Context: an optimization exercise on an open-source flow, tuned for small area, a short achievable clock period and few clock cycles per item. The choices shown serve that exercise and are no tape-out recipe. The RTL was checked by simulation tests, not by an equivalence proof against the original design.

## juniper
## jam
module jam (
	input  logic                    clk,
	input  logic                    rst_n,
	input  logic                    in_valid,
	input  jam_types_pkg::cost_t    in_cost,
	output logic                    out_valid,
	output jam_types_pkg::out_job_t out_job,
	output jam_types_pkg::total_t   out_cost
);
clock: 9.0 ns
lec_check: 0
abc_area: 1
cap_margin: 20
core_margin: 2
core_utilization: 45
setup_slack_margin: 5
slew_margin: 20
run.sh (not shown) runs the stock make flow with config.mk's settings and CLKGATE_MAP_FILE= SYNTH_SCRIPT=/design/flow/synth_recipe.tcl, a recipe that flattens the netlist after the stock synthesis.
Every stage of the flow completed for juniper, and the final layout passed the timing, DRC and antenna checks.
Testbench counts of juniper, summed over its fixed seeds: cycles 2,608, items 24.
Setup changes, juniper to garnet
diff --git a/flow/design.v b/flow/design.v
--- a/flow/design.v
+++ b/flow/design.v
@@ -73,23 +73,32 @@
 	function automatic logic [2:0] enc8(input logic [7:0] oh);
 		enc8[0] = oh[1] | oh[3] | oh[5] | oh[7];
 		enc8[1] = oh[2] | oh[3] | oh[6] | oh[7];
 		enc8[2] = oh[4] | oh[5] | oh[6] | oh[7];
 	endfunction
 	logic [5:0]   lcnt;
 	logic         ldone;
 	logic [447:0] amat;
 	logic         load_en;
-	assign load_en = in_valid && !ldone;
+	logic         iv_q;
+	logic [6:0]   ic_q;
+	always_ff @(posedge clk or negedge rst_n) begin
+		if (!rst_n) iv_q <= 1'b0;
+		else        iv_q <= in_valid;
+	end
+	always_ff @(posedge clk) begin
+		ic_q <= in_cost;
+	end
+	assign load_en = iv_q && !ldone;
 	for (genvar k = 0; k < 64; k++) begin : g_store
 		always_ff @(posedge clk) begin
 			if (load_en && lcnt == 6'(k)) begin
-				amat[k*7 +: 7] <= in_cost;
+				amat[k*7 +: 7] <= ic_q;
 			end
 		end
 	end
 	logic [2:0]  est;
 	logic [2:0]  ph;        
 	logic        first;     
 	logic [7:0]  jn;        
 	logic [2:0]  jnb;       
 	logic [6:0]  D;         
@@ -176,19 +185,19 @@
 			3'd0: rowv = amat[  0 +: 56];
 			3'd1: rowv = amat[ 56 +: 56];
 			3'd2: rowv = amat[112 +: 56];
 			3'd3: rowv = amat[168 +: 56];
 			3'd4: rowv = amat[224 +: 56];
 			3'd5: rowv = amat[280 +: 56];
 			3'd6: rowv = amat[336 +: 56];
 			default: rowv = amat[392 +: 56];
 		endcase
-		if (lastin && r1 == lcnt[5:3]) rowv[55:49] = in_cost;
+		if (lastin && r1 == lcnt[5:3]) rowv[55:49] = ic_q;
 	end
 	always_ff @(posedge clk) begin
 		rowv_q <= rowv;
 		K_q    <= K1;
 		tr1    <= (est == E_TS) ? tcnt[2:0] : 3'd0;
 	end
 	logic [9:0]  cand [8];
 	logic [7:0]  lt;
 	logic [7:0]  tz;
@@ -410,25 +419,27 @@
 				used <= used | jsel;
 				jn   <= jsel;
 				jnb  <= enc8(jsel);
 				D    <= kmin;
 			end
 			E_X: begin
 				if (!wbusy && !pvj) begin
 					for (int j = 0; j < 8; j++) begin
 						if (used[j]) begin
-							logic [6:0] dl;
-							dl = 7'(D - d[j][6:0]);
-							w[j] <= w[j] + dl;
-							z[j] <= z[j] + dl;
+							logic [19:0] cw;
+							logic [19:0] cz;
+							cw = csa10({3'd0, w[j]}, {3'd0, D}, ~{2'd0, d[j]});
+							cz = csa10({3'd0, z[j]}, {3'd0, D}, ~{2'd0, d[j]});
+							w[j] <= 7'(add10(cw[9:0], cw[19:10], 1'b1));
+							z[j] <= 7'(add10(cz[9:0], cz[19:10], 1'b1));
 						end
 					end
-					tot  <= tot + 10'(D);
+					tot  <= add10(tot, {3'd0, D}, 1'b0);
 					jc   <= jnb;
 					wrs  <= wroot;
 					wrow <= ph;
 					wD   <= D;
 					used <= '0;
 					dU  <= '0;
 					st[0] <= 1'b0;
 				end
 			end
garnet has completed all stages; timing, DRC and antenna checks passed. garnet — final cycle utilization of the critical path 0.81 points lower, juniper as reference. juniper → garnet: total vias in the final route +about 3%. Comparing post-synthesis average cell area for garnet and juniper, the bigger number came from juniper. Of garnet and juniper, it is garnet that has the higher synthesis-to-finish area growth. juniper → garnet: core box area moved up, arrival time of data at the critical path endpoint moved up. In the flow results for garnet and juniper, the post-synthesis sequential element count is larger on garnet. juniper -> garnet: synthesized area increased by a few percent. Area of the die: garnet and juniper compared, higher one is garnet. Going from juniper to garnet, share of the core filled with cells picked up an extra 0.96 points; count of mapped cells out of synthesis picked up an extra 315.
Testbench counts of garnet, summed over its fixed seeds: cycles 2,632, items 24.

[what the ideal ports hide]
The results above use ideal ports. As a check the final layouts listed here were re-extracted and re-timed, cells and wires unchanged.
Step 1, drivers: a clkbuf_16 drives clk and a buf_2 each remaining input, both assumed.
Step 2 times the ports against the registers' clock, not the clock port: input delays grow and output delays shrink by t, the midpoint of the rising clock arrivals with the driver on.
Three values: no drivers, after step 1, after step 2; two values: the first two.
run | shift t [ns] | slack for setup (ns) | worst setup path at the end | latest minus earliest clock arrival (ns)
juniper | 0.806 | 4.962 / 4.966 / 4.160 | input to register | 0.072 / 0.071
garnet | 0.814 | 5.035 / 5.035 / 5.035 | register to register | 0.060 / 0.061
After both steps every run listed still meets setup and hold. The setup slack of juniper, which loses most, moves by +0.004 ns with the drivers and by -0.802 ns with both steps.
